Background: an optimization exercise with open tools, aiming at small area and few clock cycles per item. Do not read the settings as production practice.
Function was checked by simulation only, so behaviour that the tests miss may differ from the original.

==> flow/design.v (outline; a module is shown in full before it is edited, if it fits) <==
// module fp_round_rne: 40 lines
// module fp_mul_pipe: 1324 lines
// module fp_mul_fa: 5 lines
// module fp_mul_ha: 4 lines
module fp_mul_pipe #(
  parameter int EXP_W = 8,
  parameter int MAN_W = 23,
  parameter int TAG_W = 4
) (
  input  logic                           clk,
  input  logic                           rst_n,
  input  logic                           in_valid,
  output logic                           in_ready,
  input  logic [EXP_W+MAN_W:0]           in_a,
  input  logic [EXP_W+MAN_W:0]           in_b,
  input  logic [TAG_W-1:0]               in_tag,
  output logic                           out_valid,
  input  logic                           out_ready,
  output logic [EXP_W+MAN_W:0]           out_y,
  output logic [TAG_W-1:0]               out_tag,
  output logic [3:0]                     out_flags
);
  // ...
==> flow/flow/run.sh <==
#!/bin/bash
# Own flow: the standard layout (standard.sh) with three changes:
# - after the standard synthesis (run unchanged), the combinational cells of
#   its netlist are mapped again by ABC (flow/remap.ys.in): the logic from
#   the register to the outputs, which has time to spare, for area
#   (flow/remap_area.abc), the rest with the standard script run twice
#   (flow/remap.abc);
#   the flip-flops (same names and cell types) and the full/half adder cells
#   are kept exactly as the standard synthesis made them;
# - the input and output ports are buffered with the smallest buffer cell
#   (sky130_fd_sc_hd__buf_1) instead of the cell buffer_ports picks by
#   default; repair may still resize them where timing or slew needs it.
# Each tool's output goes to a log file of its own in this folder.
set -euo pipefail
export BUFFER_PORTS_ARGS="-buffer_cell sky130_fd_sc_hd__buf_1"
R="$PWD/orfs/results/sky130hd/fp_mul_pipe/base"
LIB="$FLOW_HOME/platforms/sky130hd/lib/sky130_fd_sc_hd__tt_025C_1v80.lib"
bash standard.sh synth > standard_synth.log 2>&1
cp "$R/1_2_yosys.v" "$PWD/standard_netlist.v"
sed -e "s#@LIB@#$LIB#g" -e "s#@NETLIST@#$PWD/standard_netlist.v#" \
    -e "s#@OUT@#$PWD/remapped_netlist.v#" flow/remap.ys.in > remap.ys
"${YOSYS_EXE:-$FLOW_HOME/../tools/install/yosys/bin/yosys}" -q -l remap.log remap.ys > remap_stdout.log 2>&1
cp "$PWD/remapped_netlist.v" "$R/1_2_yosys.v"
touch "$R/1_2_yosys.v"
bash standard.sh finish > standard_flow.log 2>&1
==> flow/flow/remap.abc <==
strash
dch
map -B 0.9
topo
stime -c
buffer -c
upsize -c
dnsize -c
strash
dch
map -B 0.9
topo
stime -c
buffer -c
upsize -c
dnsize -c
==> flow/flow/remap.ys.in <==
# Re-map the combinational logic of the standard synthesis netlist with ABC.
# Flip-flops and the full/half adder cells are kept as they are (black boxes);
# every other cell is read back as its liberty function and mapped again.
read_liberty -ignore_miss_func @LIB@
read_verilog @NETLIST@
hierarchy -top fp_mul_pipe
setattr -mod -set blackbox 1 sky130_fd_sc_hd__fa_1 sky130_fd_sc_hd__ha_1 sky130_fd_sc_hd__edfxtp_1 sky130_fd_sc_hd__dfrtp_1 sky130_fd_sc_hd__dfxtp_1 sky130_fd_sc_hd__conb_1
flatten
hierarchy -top fp_mul_pipe
opt_clean -purge
# the logic from the register to the outputs has time to spare: map it for area
select -set p2 o:* %ci*:-sky130_fd_sc_hd__edfxtp_1,sky130_fd_sc_hd__dfrtp_1
abc -liberty @LIB@ -dont_use sky130_fd_sc_hd__fill_1 -dont_use sky130_fd_sc_hd__fill_2 -dont_use sky130_fd_sc_hd__fill_4 -dont_use sky130_fd_sc_hd__fill_8 -dont_use sky130_fd_sc_hd__lpflow_bleeder_1 -dont_use sky130_fd_sc_hd__lpflow_clkbufkapwr_1 -dont_use sky130_fd_sc_hd__lpflow_clkbufkapwr_16 -dont_use sky130_fd_sc_hd__lpflow_clkbufkapwr_2 -dont_use sky130_fd_sc_hd__lpflow_clkbufkapwr_4 -dont_use sky130_fd_sc_hd__lpflow_clkbufkapwr_8 -dont_use sky130_fd_sc_hd__lpflow_clkinvkapwr_1 -dont_use sky130_fd_sc_hd__lpflow_clkinvkapwr_16 -dont_use sky130_fd_sc_hd__lpflow_clkinvkapwr_2 -dont_use sky130_fd_sc_hd__lpflow_clkinvkapwr_4 -dont_use sky130_fd_sc_hd__lpflow_clkinvkapwr_8 -dont_use sky130_fd_sc_hd__lpflow_decapkapwr_12 -dont_use sky130_fd_sc_hd__lpflow_decapkapwr_3 -dont_use sky130_fd_sc_hd__lpflow_decapkapwr_4 -dont_use sky130_fd_sc_hd__lpflow_decapkapwr_6 -dont_use sky130_fd_sc_hd__lpflow_decapkapwr_8 -dont_use sky130_fd_sc_hd__lpflow_inputiso0n_1 -dont_use sky130_fd_sc_hd__lpflow_inputiso0p_1 -dont_use sky130_fd_sc_hd__lpflow_inputiso1n_1 -dont_use sky130_fd_sc_hd__lpflow_inputiso1p_1 -dont_use sky130_fd_sc_hd__lpflow_inputisolatch_1 -dont_use sky130_fd_sc_hd__lpflow_isobufsrc_1 -dont_use sky130_fd_sc_hd__lpflow_isobufsrc_16 -dont_use sky130_fd_sc_hd__lpflow_isobufsrc_2 -dont_use sky130_fd_sc_hd__lpflow_isobufsrc_4 -dont_use sky130_fd_sc_hd__lpflow_isobufsrc_8 -dont_use sky130_fd_sc_hd__lpflow_isobufsrckapwr_16 -dont_use sky130_fd_sc_hd__lpflow_lsbuf_lh_hl_isowell_tap_1 -dont_use sky130_fd_sc_hd__lpflow_lsbuf_lh_hl_isowell_tap_2 -dont_use sky130_fd_sc_hd__lpflow_lsbuf_lh_hl_isowell_tap_4 -dont_use sky130_fd_sc_hd__lpflow_lsbuf_lh_isowell_4 -dont_use sky130_fd_sc_hd__lpflow_lsbuf_lh_isowell_tap_1 -dont_use sky130_fd_sc_hd__lpflow_lsbuf_lh_isowell_tap_2 -dont_use sky130_fd_sc_hd__lpflow_lsbuf_lh_isowell_tap_4 -dont_use sky130_fd_sc_hd__probe_p_8 -dont_use sky130_fd_sc_hd__probec_p_8  -script flow/remap_area.abc -D 7500 @p2
select -clear
# the rest as the standard synthesis maps it, run twice
abc -liberty @LIB@ -dont_use sky130_fd_sc_hd__fill_1 -dont_use sky130_fd_sc_hd__fill_2 -dont_use sky130_fd_sc_hd__fill_4 -dont_use sky130_fd_sc_hd__fill_8 -dont_use sky130_fd_sc_hd__lpflow_bleeder_1 -dont_use sky130_fd_sc_hd__lpflow_clkbufkapwr_1 -dont_use sky130_fd_sc_hd__lpflow_clkbufkapwr_16 -dont_use sky130_fd_sc_hd__lpflow_clkbufkapwr_2 -dont_use sky130_fd_sc_hd__lpflow_clkbufkapwr_4 -dont_use sky130_fd_sc_hd__lpflow_clkbufkapwr_8 -dont_use sky130_fd_sc_hd__lpflow_clkinvkapwr_1 -dont_use sky130_fd_sc_hd__lpflow_clkinvkapwr_16 -dont_use sky130_fd_sc_hd__lpflow_clkinvkapwr_2 -dont_use sky130_fd_sc_hd__lpflow_clkinvkapwr_4 -dont_use sky130_fd_sc_hd__lpflow_clkinvkapwr_8 -dont_use sky130_fd_sc_hd__lpflow_decapkapwr_12 -dont_use sky130_fd_sc_hd__lpflow_decapkapwr_3 -dont_use sky130_fd_sc_hd__lpflow_decapkapwr_4 -dont_use sky130_fd_sc_hd__lpflow_decapkapwr_6 -dont_use sky130_fd_sc_hd__lpflow_decapkapwr_8 -dont_use sky130_fd_sc_hd__lpflow_inputiso0n_1 -dont_use sky130_fd_sc_hd__lpflow_inputiso0p_1 -dont_use sky130_fd_sc_hd__lpflow_inputiso1n_1 -dont_use sky130_fd_sc_hd__lpflow_inputiso1p_1 -dont_use sky130_fd_sc_hd__lpflow_inputisolatch_1 -dont_use sky130_fd_sc_hd__lpflow_isobufsrc_1 -dont_use sky130_fd_sc_hd__lpflow_isobufsrc_16 -dont_use sky130_fd_sc_hd__lpflow_isobufsrc_2 -dont_use sky130_fd_sc_hd__lpflow_isobufsrc_4 -dont_use sky130_fd_sc_hd__lpflow_isobufsrc_8 -dont_use sky130_fd_sc_hd__lpflow_isobufsrckapwr_16 -dont_use sky130_fd_sc_hd__lpflow_lsbuf_lh_hl_isowell_tap_1 -dont_use sky130_fd_sc_hd__lpflow_lsbuf_lh_hl_isowell_tap_2 -dont_use sky130_fd_sc_hd__lpflow_lsbuf_lh_hl_isowell_tap_4 -dont_use sky130_fd_sc_hd__lpflow_lsbuf_lh_isowell_4 -dont_use sky130_fd_sc_hd__lpflow_lsbuf_lh_isowell_tap_1 -dont_use sky130_fd_sc_hd__lpflow_lsbuf_lh_isowell_tap_2 -dont_use sky130_fd_sc_hd__lpflow_lsbuf_lh_isowell_tap_4 -dont_use sky130_fd_sc_hd__probe_p_8 -dont_use sky130_fd_sc_hd__probec_p_8  -script flow/remap.abc -D 7500
opt_clean -purge
hilomap -singleton -hicell sky130_fd_sc_hd__conb_1 HI -locell sky130_fd_sc_hd__conb_1 LO
splitnets
opt_clean -purge
insbuf -buf sky130_fd_sc_hd__buf_4 A X
stat -liberty @LIB@
write_verilog -noattr -nohex -nodec @OUT@
==> flow/flow/remap_area.abc <==
strash
dc2
dch -f
map -a
topo
stime -c
buffer -c
upsize -c
dnsize -c
==> flow/standard.sh <==
#!/bin/bash
# synth_recipe.tcl (not shown) runs the flow's synth.tcl, then flattens the netlist and writes it again
# the make line also repeats each setting of config.mk as NAME=value (left out here)
make -C /OpenROAD-flow-scripts/flow DESIGN_CONFIG=/design/flow/config.mk WORK_HOME=/design/flow/orfs CLKGATE_MAP_FILE= SYNTH_SCRIPT=/design/flow/synth_recipe.tcl "${@:-finish}"
==> flow/config.mk <==
export PLATFORM = sky130hd
export DESIGN_NAME = fp_mul_pipe
export DESIGN_NICKNAME = fp_mul_pipe
export VERILOG_FILES = /design/flow/design.v
export SDC_FILE = /design/flow/constraint.sdc
export NUM_CORES = 4
export LEC_CHECK = 0
export ABC_AREA = 1
export CAP_MARGIN = 20
export CORE_MARGIN = 2
export CORE_UTILIZATION = 40
export PLACE_DENSITY = 0.8
export SLEW_MARGIN = 20
export SYNTH_HIERARCHICAL = 1
==> flow/constraint.sdc <==
create_clock -name core_clock -period 7.5 [get_ports {clk}]
set_input_delay 1.5000 -clock core_clock [delete_from_list [all_inputs] [get_ports {clk}]]
set_output_delay 1.5000 -clock core_clock [all_outputs]
set_load 0.01 [all_outputs]
==> flow_summary_export.csv, run 1 <==
group,metric,value,unit
outcome,status,"finished clean",
grt,grt_pass1_wl,80500,µm
grt,gr-total-overflow,0,
placed_design,dp_slack,-96.3,ps
layout,nonClkBufAreaFrac,6.71,%
worst_setup_path,critPathTopFamily,"adder cells",
hold_path,hp-class,"primary input to async pin",
detailed_routing,postRouteAntennaNets,0,
detailed_routing,vias,14000,
timing,skew,9.27,ps
detailed_routing,wl_met2,22700,µm
layout,final_common_cell,"fa_1",
clock_network,numCtsBuffers,5,
placed_design,io_buffers,113,
timing,finalSetupViolCount,0,
layout,antenna_cells,0,
timing,rsz0062_at_grt,"no",
floorplan,initial_core_util,40.6,%
worst_setup_path,path_buf_inv,2,
synth,syn_avg_cell_area,9.26,µm²
worst_setup_path,worst-path-stages,25,
worst_setup_path,crit_start,"in_b[13]",
Testbench counts, summed over its fixed seeds: cycles 24,008, items 24,000.
==> run 2, diff against run 1 <==
--- a/flow/config.mk
+++ b/flow/config.mk
@@ -8,7 +8,7 @@
 export ABC_AREA = 1
 export CAP_MARGIN = 20
 export CORE_MARGIN = 2
-export CORE_UTILIZATION = 40
-export PLACE_DENSITY = 0.8
+export CORE_UTILIZATION = 45
+export PLACE_DENSITY = 0.85
 export SLEW_MARGIN = 20
 export SYNTH_HIERARCHICAL = 1
==> run 2 against run 1 <==
  * Cell count fell by 3.2%
  * Via count rose by 1.8%
  * Die area fell by 11%
  * Hold slack better by 17 ps
  * Flip-flop and latch count unchanged
  * Wire length grew 0.78%
  * Synthesized cell count stayed put
  * Cell area down 0.68%
==> flow_summary_export.csv, run 2 <==
group,metric,value,unit
outcome,status,"finished clean",
worst_setup_path,start_kind,"primary input",
clock_network,numCtsBuffers,5,
worst_setup_path,r2r_cells,1,
layout,top_register,"lo_q",
floorplan,io_pins,114,
hold_path,hp-class,"primary input to async pin",
detailed_routing,wl_met2,23300,µm
detailed_routing,first_iter_violations,2135,
timing,tightest_slew,846,ps
job,drv_cap,0,
floorplan,die_h,191,µm
synth,yosys_warnings,7,
synth,synth_area,15700,µm²
worst_setup_path,critPathArrivalTime,7360,ps
floorplan,fp-row-count,68,
timing,finalSetupViolCount,0,
layout,fin_cells,2253,
clock_network,postCtsSetupBuffers,0,
layout,fin_util,49.9,%
grt,antenna_found_initial,0,
timing,skew,4.62,ps
clock_network,root_buffer,"clkbuf_16",
worst_setup_path,cp_data_required_time,7540,ps
worst_setup_path,crit_top_cell,"nand2_1",
timing,period_share,97.5,%
placed_design,io_buffers,113,
layout,largestRegisters,"lo_q: 26 flops, es_q: 9 flops, tag_q: 4 flops",
floorplan,coreArea,34500,µm²
detailed_routing,wl_per_cell,22.8,µm
clock_network,h-tree-depth,2,
placed_design,place_congestion,0.976,
worst_setup_path,crit_type,"primary input to flip-flop",
floorplan,dieArea,36400,µm²
layout,final_cell_mix,"286 x fa_1, 276 x xor2_1, 266 x o22ai_1",
placed_design,dp_slack,-211,ps
layout,antenna_cells,0,
timing,setup_ws,185,ps
synth,synth_fp_nets,2166,
clock_network,hold_buffers,0,
timing,final.setup.tns,0,ps
floorplan,initial_core_util,45.6,%
worst_setup_path,reg2reg_from,"v_q",
layout,drive_gt1_share,9.29,%
floorplan,die_w,191,µm
grt,grt_pass1_vias,14800,
timing,hold_violations,0,
clock_network,cts_max_path_buffers,2,
layout,largest_reg_flops,26,
grt,gr-total-overflow,0,
clock_network,cts.sinks,45,
timing,relSlewSlack,43.5,%
placed_design,hpwl,39600,µm
timing,min_period,7320,ps
detailed_routing,drc_errors,0,
placed_design,dp.cells,2244,
worst_setup_path,crit_start,"in_b[20]",
worst_setup_path,max_stage_delay,500,ps
detailed_routing,first_pass_iters,9,
timing,drv_slew,0,
worst_setup_path,cpMaxStageDelayCell,"fa_1",
clock_network,cts_resized,0,
detailed_routing,top_layer_used,"met4",
detailed_routing,postRouteAntennaNets,0,
grt,grt_pass1_wl,80300,µm
detailed_routing,wl,51300,µm
clock_network,path_clk_slew,70,ps
layout,syn_to_final_growth,9.35,%
grt,grt_max_degree,47,
clock_network,cts_tree,"done",
layout,final_common_cell,"fa_1",
worst_setup_path,r2r_end,"lo_q[46]",
timing,fmax,0.137,GHz
worst_setup_path,crit_fanout,12,
clock_network,clk_latency,290,ps
layout,fin_nets,2266,
synth,netlist_instances,1697,
worst_setup_path,worstSetupEndpointType,"flip-flop",
grt,grtUsageTotal,28.3,%
detailed_routing,viasPerCell,6.32,
detailed_routing,vias,14200,
layout,nFillCells,3015,
detailed_routing,wl_met1,17900,µm
worst_setup_path,r2r_setup_slack,6210,ps
detailed_routing,wl_met3,6320,µm
worst_setup_path,crit_path_end,"lo_q[47]",
synth,syn_avg_cell_area,9.26,µm²
## run 2: changes by cell type in the layout (fill, tap and decap cells not counted), sizes merged
cell / before / now
clkinvlp: 1 / 0
clkbuf: 17 / 16
buf: 192 / 181
clkinv: 5 / 6
## run 2: worst min path at each step
stage / startpoint / end / slack (ps)
after global routing: rst_n / v_q / 960
after CTS: rst_n / v_q / 970
final: rst_n / v_q / 970
after detailed placement: rst_n / v_q / 1280
after global placement: v_q / v_q / 1240
after floorplan: rst_n / v_q / 1200
## run 2: routing by layer
metal,global-route usage [%],vias up
li1,-,5920
met1,34.6,6804
met2,44.9,1167
met3,7.31,343
met4,17.3,0
met5,0,-
## run 2: layout make-up
class                   instances  area [µm²]  share of cell area [%]
multi-input cells            1368       13300                    77.3
flip-flops and latches         45        1350                    7.83
repair buffers                191        1120                    6.52
inverters                     186         698                    4.06
clock buffers                   6         129                   0.750
well taps                     455         569                    3.31
clock inverters                 2        38.8                   0.226
## run 2: through the flow
stage	hold WS, ps	area (µm²)
floorplan	1200	15700
global placement	1240	17000
detailed placement	1280	17000
CTS	969	17100
global route	960	17200
finish	973	17200
## run 2: worst max-delay path, delay by kind of cell
| kind | cells | cell delay, ps |
|---|---|---|
| simple gates | 14 | 1660 |
| fa+ha+maj | 7 | 3090 |
| xor+xnor | 2 | 400 |
| compound gates | 2 | 470 |
| buf+inv | 2 | 210 |

what the ideal ports hide:
How much do the figures lean on ideal ports? The routed layouts below were timed once more, with nothing changed but the port constraints. Step 1 (the two cells are an assumption about what drives the block):
set clk [get_ports {clk}]
set_driving_cell -lib_cell sky130_fd_sc_hd__clkbuf_16 $clk
set_driving_cell -lib_cell sky130_fd_sc_hd__buf_2 [delete_from_list [all_inputs] $clk]
Step 2 adds t to the input delays and takes it off the output delays; t is the mean of the earliest and latest rising clock arrival at the registers after step 1. Input paths then give back, and output paths get back, about the clock's delay inside the block. a / b / c = ideal / step 1 / step 2; a / b = the first two.
| run | t, ns | setup slack, ns | clock arrival spread, ns |
|---|---|---|---|
| run 1 | 0.327 | 0.255 / 0.235 / -0.092 | 0.016 / 0.016 |
| run 2 | 0.336 | 0.185 / 0.186 / -0.150 | 0.008 / 0.009 |
With both steps, setup timing fails in run 1 and run 2, where it was met with ideal ports. The setup slack of run 1, which loses most, moves by -0.020 ns with the drivers and by -0.347 ns with both steps.
